Context: an optimization exercise on an open-source flow, tuned for small area and a short achievable clock period. The choices shown serve that exercise and are no tape-out recipe. Where RTL was checked, it was by simulation tests only, not by an equivalence proof against the original.

==> sierra: inputs <==
// attack_arbiter
module attack_arbiter #(
  parameter int unsigned        STUN_W      = 24,
  parameter logic [STUN_W-1:0]  STUN_CYCLES = 24'd20,
  parameter int unsigned        DMG_W       = 10,
  parameter int unsigned        DMG_MAX     = 999
) (
  input  logic             clock,
  input  logic             reset,
  input  logic [31:0]      p1_attack,
  input  logic [31:0]      p1_knockback,
  input  logic [31:0]      p2_attack,
  input  logic [31:0]      p2_knockback,
  output logic [DMG_W-1:0] p1_damage,
  output logic [DMG_W-1:0] p2_damage,
  output logic [31:0]      p1_kb_out,
  output logic             p1_kb_valid,
  output logic [31:0]      p2_kb_out,
  output logic             p2_kb_valid,
  output logic             p1_stunned,
  output logic             p2_stunned,
  output logic             clash
);
  localparam int unsigned SW = 5;
  logic              p1Block, p2Block;        
  ...
Settings: LEC_CHECK=0, ABC_AREA=1, CAP_MARGIN=20, CORE_MARGIN=2, CORE_UTILIZATION=40, SLEW_MARGIN=20; clock period 12.0 ns.
standard.sh (not shown) runs the stock make flow with config.mk's settings and CLKGATE_MAP_FILE= SYNTH_SCRIPT=/design/flow/synth_recipe.tcl, a recipe that flattens the netlist after the stock synthesis.
==> flow/flow/run.sh <==
#!/bin/bash
set -euo pipefail
MARGIN=$(cat flow/margin.txt)
bash standard.sh synth > synth.log 2>&1
bash standard.sh SETUP_SLACK_MARGIN="$MARGIN" finish > layout.log 2>&1
==> flow/flow/margin.txt <==
6.5
==> xenon (differences from sierra) <==
--- a/flow/design.v
+++ b/flow/design.v
@@ -24,47 +24,10 @@
     hitDmg = {c[1] | ~c[0], c[1] & c[0], c[1] | c[0], c[0]};
   endfunction
   function automatic logic [1:0] hitTier(input logic [1:0] c);
     hitTier = {c[1] | ~c[0], c[0]};
   endfunction
-  function automatic logic [20:0] hitOperands(input logic [9:0] dmg, input logic [1:0] c);
-    logic [4:0] lo, lo0, lo1, lo2, lo3;
-    logic [5:0] hi, hiInc, up;
-    logic [3:0] mHi, mHi0, mHi1;
-    logic       sat0, sat1, sat0h, sat1h, sat;
-    logic [9:0] dNew;
-    logic [10:0] m;
-    lo0   = {1'b0, dmg[3:0]} + {1'b0, hitDmg(2'd0)};
-    lo1   = {1'b0, dmg[3:0]} + {1'b0, hitDmg(2'd1)};
-    lo2   = {1'b0, dmg[3:0]} + {1'b0, hitDmg(2'd2)};
-    lo3   = {1'b0, dmg[3:0]} + {1'b0, hitDmg(2'd3)};
-    case (c)
-      2'd0:    lo = lo0;
-      2'd1:    lo = lo1;
-      2'd2:    lo = lo2;
-      default: lo = lo3;
-    endcase
-    hi    = dmg[9:4];
-    hiInc = hi + 6'd1;
-    sat0  = (hi == 6'd63);
-    sat0h = (hi == 6'd62);
-    sat1  = (hi >= 6'd62);
-    sat1h = (hi == 6'd61);
-    mHi0  = {1'b0, hi[5:3]} + 4'd1;
-    mHi1  = {1'b0, hiInc[5:3]} + 4'd1;
-    sat   = lo[4] ? (sat1 | (sat1h & lo[3])) : (sat0 | (sat0h & lo[3]));
-    up    = lo[4] ? hiInc : hi;
-    mHi   = lo[4] ? mHi1 : mHi0;
-    dNew  = sat ? 10'd999 : {up, lo[3:0]};
-    m     = sat ? 11'd1127 : {mHi, up[2:0], lo[3:0]};
-    hitOperands = {m, dNew};
-  endfunction
-  function automatic logic [15:0] kbClamp(input logic [17:0] r);
-    if (r[17])      kbClamp = 16'h7FFF;
-    else if (r[16]) kbClamp = 16'h8001;
-    else            kbClamp = r[15:0];
-  endfunction
 endpackage
 module kb_booth_enc (
   input  logic [10:0] m,
   output logic [5:0]  bo,
   output logic [5:0]  bt,
@@ -83,11 +46,11 @@
 module kb_scaler (
   input  logic [31:0] base,
   input  logic [5:0]  bo,
   input  logic [5:0]  bt,
   input  logic [4:0]  bn,
-  output logic [35:0] scaled
+  output logic [31:0] scaled
 );
   logic [15:0] k0, k1;
   assign k0 = base[15:0];
   assign k1 = base[31:16];
   logic s0_1, c0_2;
@@ -323,26 +286,21 @@
   assign c0_154 = (c0_106 & ~(((bo[4] | bt[4]) & k0[15]) ^ bn[4])) | ((((bo[5] & k0[15]) | (bt[5] & k0[14]))) & (c0_106 ^ ~(((bo[4] | bt[4]) & k0[15]) ^ bn[4])));
   logic s0_155, c0_156;
   assign s0_155 = (((bo[5] | bt[5]) & k0[15])) ^ 1'b1;
   assign c0_156 = (((bo[5] | bt[5]) & k0[15])) & 1'b1;
   logic [26:0] ra0, rb0, p0;
-  logic [7:0] lo0;
-  logic [26:7] zb0;
   logic [19:0] q0;
-  logic zero0, over0, under0;
+  logic [15:0] y0;
   assign ra0 = {c0_154, c0_152, c0_150, c0_148, c0_146, c0_144, c0_142, c0_140, c0_138, c0_136, c0_134, c0_132, c0_130, c0_128, c0_126, c0_124, c0_122, c0_120, c0_118, c0_116, c0_114, c0_112, c0_110, c0_108, s0_107, (((bo[0] & k0[1]) | (bt[0] & k0[0])) ^ bn[0]), ((bo[0] & k0[0]) ^ bn[0])};
   assign rb0 = {s0_155, s0_153, s0_151, s0_149, s0_147, s0_145, s0_143, s0_141, s0_139, s0_137, s0_135, s0_133, s0_131, s0_129, s0_127, s0_125, s0_123, s0_121, s0_119, s0_117, s0_115, s0_113, s0_111, s0_109, bn[1], 1'b0, bn[0]};
   assign p0 = ra0 + rb0;
   assign q0 = p0[26:7];
-  assign lo0 = {1'b0, ra0[6:0]} + {1'b0, rb0[6:0]};
-  assign zb0[7] = (ra0[7] ^ rb0[7]) == lo0[7];
-  for (genvar i = 8; i < 27; i++) begin : gZero0
-    assign zb0[i] = (ra0[i] ^ rb0[i]) == (ra0[i-1] | rb0[i-1]);
+  always_comb begin
+    if (!q0[19] && (q0[18:15] != '0)) y0 = 16'h7FFF;
+    else if (q0[19] && ((q0[18:15] != '1) || (q0[14:0] == '0))) y0 = 16'h8001;
+    else y0 = q0[15:0];
   end
-  assign zero0 = &zb0[21:7];
-  assign over0  = ~q0[19] & (q0[18:15] != '0);
-  assign under0 = q0[19] & ((q0[18:15] != '1) | zero0);
   logic s1_157, c1_158;
   assign s1_157 = ~(((bo[0] | bt[0]) & k1[15]) ^ bn[0]) ^ (((bo[1] & k1[15]) | (bt[1] & k1[14])) ^ bn[1]);
   assign c1_158 = ~(((bo[0] | bt[0]) & k1[15]) ^ bn[0]) & (((bo[1] & k1[15]) | (bt[1] & k1[14])) ^ bn[1]);
   logic s1_159, c1_160;
   assign s1_159 = (((bo[1] | bt[1]) & k1[15]) ^ bn[1]) ^ (((bo[2] & k1[14]) | (bt[2] & k1[13])) ^ bn[2]);
@@ -574,27 +532,22 @@
   assign c1_310 = (c1_262 & ~(((bo[4] | bt[4]) & k1[15]) ^ bn[4])) | ((((bo[5] & k1[15]) | (bt[5] & k1[14]))) & (c1_262 ^ ~(((bo[4] | bt[4]) & k1[15]) ^ bn[4])));
   logic s1_311, c1_312;
   assign s1_311 = (((bo[5] | bt[5]) & k1[15])) ^ 1'b1;
   assign c1_312 = (((bo[5] | bt[5]) & k1[15])) & 1'b1;
   logic [26:0] ra1, rb1, p1;
-  logic [7:0] lo1;
-  logic [26:7] zb1;
   logic [19:0] q1;
-  logic zero1, over1, under1;
+  logic [15:0] y1;
   assign ra1 = {c1_310, c1_308, c1_306, c1_304, c1_302, c1_300, c1_298, c1_296, c1_294, c1_292, c1_290, c1_288, c1_286, c1_284, c1_282, c1_280, c1_278, c1_276, c1_274, c1_272, c1_270, c1_268, c1_266, c1_264, s1_263, (((bo[0] & k1[1]) | (bt[0] & k1[0])) ^ bn[0]), ((bo[0] & k1[0]) ^ bn[0])};
   assign rb1 = {s1_311, s1_309, s1_307, s1_305, s1_303, s1_301, s1_299, s1_297, s1_295, s1_293, s1_291, s1_289, s1_287, s1_285, s1_283, s1_281, s1_279, s1_277, s1_275, s1_273, s1_271, s1_269, s1_267, s1_265, bn[1], 1'b0, bn[0]};
   assign p1 = ra1 + rb1;
   assign q1 = p1[26:7];
-  assign lo1 = {1'b0, ra1[6:0]} + {1'b0, rb1[6:0]};
-  assign zb1[7] = (ra1[7] ^ rb1[7]) == lo1[7];
-  for (genvar i = 8; i < 27; i++) begin : gZero1
-    assign zb1[i] = (ra1[i] ^ rb1[i]) == (ra1[i-1] | rb1[i-1]);
+  always_comb begin
+    if (!q1[19] && (q1[18:15] != '0)) y1 = 16'h7FFF;
+    else if (q1[19] && ((q1[18:15] != '1) || (q1[14:0] == '0))) y1 = 16'h8001;
+    else y1 = q1[15:0];
   end
-  assign zero1 = &zb1[21:7];
-  assign over1  = ~q1[19] & (q1[18:15] != '0);
-  assign under1 = q1[19] & ((q1[18:15] != '1) | zero1);
-  assign scaled = {over1, under1, q1[15:0], over0, under0, q0[15:0]};
+  assign scaled = {y1, y0};
 endmodule
 module attack_arbiter #(
   parameter int unsigned        STUN_W      = 24,
   parameter logic [STUN_W-1:0]  STUN_CYCLES = 24'd20,
   parameter int unsigned        DMG_W       = 10,
@@ -619,32 +572,32 @@
   localparam int unsigned SW = 5;
   logic              p1Block, p2Block;        
   logic              p1Pending, p2Pending;
   logic [1:0]        p1Code, p2Code;
   logic              vicIsP1;
-  logic [31:0]       atkKb;
+  logic [31:0]       atkKb, othKb;
   logic [DMG_W-1:0]  opDamage;
   logic [5:0]        opOne, opTwo;
   logic [4:0]        opNeg;
-  logic [SW-1:0]     stunCount;
-  logic              stunIsP2;
+  logic [SW-1:0]     p1StunCount, p2StunCount;
   logic [DMG_W-1:0]  p1Damage, p2Damage;
-  logic [35:0]       p1KbOut, p2KbOut;
+  logic [31:0]       p1KbOut, p2KbOut;
   logic              p1KbValid, p2KbValid, clashReg;
   logic              eval;                    
   logic              p1HitEv, p2HitEv, p1Stun, p2Stun;
   logic              p1Cand, p2Cand, p1Victim, p2Victim, clashNow;
   logic              p1PendNext, p2PendNext, vicIsP1Next;
-  logic [1:0]        p1CodeNext, p2CodeNext;
-  logic [DMG_W-1:0]  dmgNext;
-  logic [20:0]       p1VicOps, p2VicOps;      
+  logic [1:0]        p1CodeNext, p2CodeNext, atkCodeNext;
+  logic [31:0]       p1KbNext, p2KbNext;
+  logic [DMG_W-1:0]  vicDamage, dmgNext;
+  logic [DMG_W:0]    dmgSum;
   logic [DMG_W:0]    factorNext;
   logic [5:0]        oneNext, twoNext;
   logic [4:0]        negNext;
-  logic [35:0]       kbScaled;
-  assign p1Stun = (stunCount != '0) & ~stunIsP2;
-  assign p2Stun = (stunCount != '0) & stunIsP2;
+  logic [31:0]       kbScaled;
+  assign p1Stun = (p1StunCount != '0);
+  assign p2Stun = (p2StunCount != '0);
   assign p1HitEv = p1_attack[attack_pkg::HIT] & p1_attack[attack_pkg::ACTIVE] & ~p1Block & ~p1Stun
                    & attack_pkg::hitValid(p1_attack[attack_pkg::SPEC_N:attack_pkg::SMASH_U]);
   assign p2HitEv = p2_attack[attack_pkg::HIT] & p2_attack[attack_pkg::ACTIVE] & ~p2Block & ~p2Stun
                    & attack_pkg::hitValid(p2_attack[attack_pkg::SPEC_N:attack_pkg::SMASH_U]);
   always_comb begin
@@ -664,13 +617,17 @@
     p2CodeNext  = p2HitEv ? attack_pkg::hitCode(p2_attack[attack_pkg::SPEC_N:attack_pkg::SMASH_U]) : p2Code;
     vicIsP1Next = (p1HitEv | p2HitEv)
                   ? p2PendNext & (~p1PendNext
                     | (attack_pkg::hitTier(p2CodeNext) > attack_pkg::hitTier(p1CodeNext)))
                   : vicIsP1;
-    p1VicOps    = attack_pkg::hitOperands(p1Damage, p2CodeNext);
-    p2VicOps    = attack_pkg::hitOperands(p2Damage, p1CodeNext);
-    {factorNext, dmgNext} = vicIsP1Next ? p1VicOps : p2VicOps;
+    p1KbNext    = p1HitEv ? p1_knockback : (vicIsP1 ? othKb : atkKb);
+    p2KbNext    = p2HitEv ? p2_knockback : (vicIsP1 ? atkKb : othKb);
+    atkCodeNext = vicIsP1Next ? p2CodeNext : p1CodeNext;
+    vicDamage   = vicIsP1Next ? p1Damage : p2Damage;
+    dmgSum      = {1'b0, vicDamage} + (DMG_W+1)'(attack_pkg::hitDmg(atkCodeNext));
+    dmgNext     = (dmgSum > (DMG_W+1)'(DMG_MAX)) ? DMG_W'(DMG_MAX) : dmgSum[DMG_W-1:0];
+    factorNext  = {1'b0, dmgNext} + (DMG_W+1)'(128);
   end
   kb_booth_enc uEnc (.m(factorNext), .bo(oneNext), .bt(twoNext), .bn(negNext));
   kb_scaler uKb (.base(atkKb), .bo(opOne), .bt(opTwo), .bn(opNeg), .scaled(kbScaled));
   always_ff @(posedge clock) begin
     if (!reset) begin
@@ -687,11 +644,12 @@
     p1Pending <= p1PendNext;
     p2Pending <= p2PendNext;
     p1Code    <= p1CodeNext;
     p2Code    <= p2CodeNext;
     vicIsP1   <= vicIsP1Next;
-    if (vicIsP1Next ? p2HitEv : p1HitEv) atkKb <= vicIsP1Next ? p2_knockback : p1_knockback;
+    atkKb     <= vicIsP1Next ? p2KbNext : p1KbNext;
+    othKb     <= vicIsP1Next ? p1KbNext : p2KbNext;
     opDamage  <= dmgNext;
     opOne     <= oneNext;
     opTwo     <= twoNext;
     opNeg     <= negNext;
   end
@@ -702,38 +660,38 @@
       p2Damage    <= '0;
       p1KbOut     <= '0;
       p2KbOut     <= '0;
       p1KbValid   <= 1'b0;
       p2KbValid   <= 1'b0;
-      stunCount   <= '0;
-      stunIsP2    <= 1'b0;
+      p1StunCount <= '0;
+      p2StunCount <= '0;
       clashReg    <= 1'b0;
     end else begin
       eval      <= ~eval & ~p1KbValid & ~p2KbValid & (p1Pending | p2Pending);
       p1KbValid <= p1Victim;
       p2KbValid <= p2Victim;
       clashReg  <= clashNow;
       if (p1Victim) begin
-        p1Damage <= opDamage;
-        p1KbOut  <= kbScaled;
+        p1Damage    <= opDamage;
+        p1KbOut     <= kbScaled;
+        p1StunCount <= SW'(STUN_CYCLES);
+      end else if (p1Stun) begin
+        p1StunCount <= p1StunCount - SW'(1);
       end
       if (p2Victim) begin
-        p2Damage <= opDamage;
-        p2KbOut  <= kbScaled;
-      end
-      if (p1Victim | p2Victim) begin
-        stunCount <= SW'(STUN_CYCLES);
-        stunIsP2  <= p2Victim;
-      end else if (stunCount != '0) begin
-        stunCount <= stunCount - SW'(1);
+        p2Damage    <= opDamage;
+        p2KbOut     <= kbScaled;
+        p2StunCount <= SW'(STUN_CYCLES);
+      end else if (p2Stun) begin
+        p2StunCount <= p2StunCount - SW'(1);
       end
     end
   end
   assign p1_damage   = p1Damage;
   assign p2_damage   = p2Damage;
-  assign p1_kb_out   = {attack_pkg::kbClamp(p1KbOut[35:18]), attack_pkg::kbClamp(p1KbOut[17:0])};
-  assign p2_kb_out   = {attack_pkg::kbClamp(p2KbOut[35:18]), attack_pkg::kbClamp(p2KbOut[17:0])};
+  assign p1_kb_out   = p1KbOut;
+  assign p2_kb_out   = p2KbOut;
   assign p1_kb_valid = p1KbValid;
   assign p2_kb_valid = p2KbValid;
   assign p1_stunned  = p1Stun;
   assign p2_stunned  = p2Stun;
   assign clash       = clashReg;
==> flow/run.sh (new file) <==
#!/bin/bash
# synth_recipe.tcl (not shown) runs the flow's synth.tcl, then flattens the netlist and writes it again
# the make line also repeats each setting of config.mk as NAME=value (left out here)
make -C /OpenROAD-flow-scripts/flow DESIGN_CONFIG=/design/flow/config.mk WORK_HOME=/design/flow/orfs CLKGATE_MAP_FILE= SYNTH_SCRIPT=/design/flow/synth_recipe.tcl finish
==> flow/config.mk (replaced) <==
export PLATFORM = sky130hd
export DESIGN_NAME = attack_arbiter
export DESIGN_NICKNAME = attack_arbiter
export VERILOG_FILES = /design/flow/design.v
export SDC_FILE = /design/flow/constraint.sdc
export NUM_CORES = 4
export LEC_CHECK = 0
export CAP_MARGIN = 20
export CORE_MARGIN = 2
export CORE_UTILIZATION = 40
export SLEW_MARGIN = 20
removed: flow/flow/run.sh
removed: flow/flow/margin.txt
removed: flow/standard.sh
==> flow_summary_export.csv <==
group,metric,value,unit
run_status,status,"timing/DRC/antenna clean",
critical_path,timing.critical_path.fanout_max,7,
clock_network,tritoncts_sinks,168,
yosys,ys_top_cells_by_count,"inv_1 (525), nand2_1 (423), xor2_1 (191)",
clock_network,post_cts_buffers,6,
floorplan,die_w,221,um
yosys,post_synth_xor_area_fraction,9.99,%
layout,drive_gt1_share,7.73,%
layout,multi_input_area_share,57.3,%
layout,multi_input_area,0.0127,mm^2
layout,reg_top3,"p1KbOut: 36 flops, p2KbOut: 36 flops, atkKb: 32 flops",
global_routing,grt.met1_usage,32.9,%
timing,finalCriticalPeriod,5.32,ns
yosys,post-synth-top-area-fraction,14.3,%
global_routing,via_count_of_the_first_global_routing_pass,16200,
the above is filed under sierra

==> flow_summary_export.csv <==
group,metric,value,unit
yosys,ys_top_cells_by_count,"inv_1 (219), dfxtp_1 (194), xnor2_1 (178)",
layout,inverters,223,
critical_path,timing.critical_path.fanout_max,67,
routing,avgRoutedWirePerCell,18.7,um
run_status,status,"timing/DRC/antenna clean",
yosys,post_synth_xor_area_fraction,9.45,%
global_routing,grt.met1_usage,31.5,%
layout,drive_gt1_share,4.65,%
layout,multi_input_area,0.0136,mm^2
timing,layout_setup_ws,3.05,ns
timing,finalCriticalPeriod,8.95,ns
global_routing,via_count_of_the_first_global_routing_pass,16600,
the above is filed under xenon

Function not checked in sierra: the RTL went through the layout flow alone.

## port drivers added, routing unchanged
How much do the figures lean on ideal ports? The routed layouts below were timed once more, with nothing changed but the port constraints.
Step 1: set_driving_cell puts a clkbuf_16 on clock and a buf_2 on each other input, an assumption about the parent block.
Step 2 times the ports against the registers' clock, not the clock port: input delays grow and output delays shrink by t, the midpoint of the rising clock arrivals with the driver on.
Three values: ideal ports, drivers, drivers and shift; two values: the first two.
| run | t, ns | setup slack, ns | clock arrival spread, ns | worst data-port slew with drivers (ns) | cell pins on the clock port's net |
|---|---|---|---|---|---|
| sierra | 0.522 | 6.677 / 6.703 / 6.181 | 0.016 / 0.015 | 0.04 | 1 |
| xenon | 0.518 | 3.053 / 3.070 / 2.553 | 0.021 / 0.021 | 0.05 | 1 |
After both steps setup and hold are still met in every run listed. For xenon, which loses most, drivers alone change the setup slack by +0.017 ns; drivers and shift together by -0.500 ns.
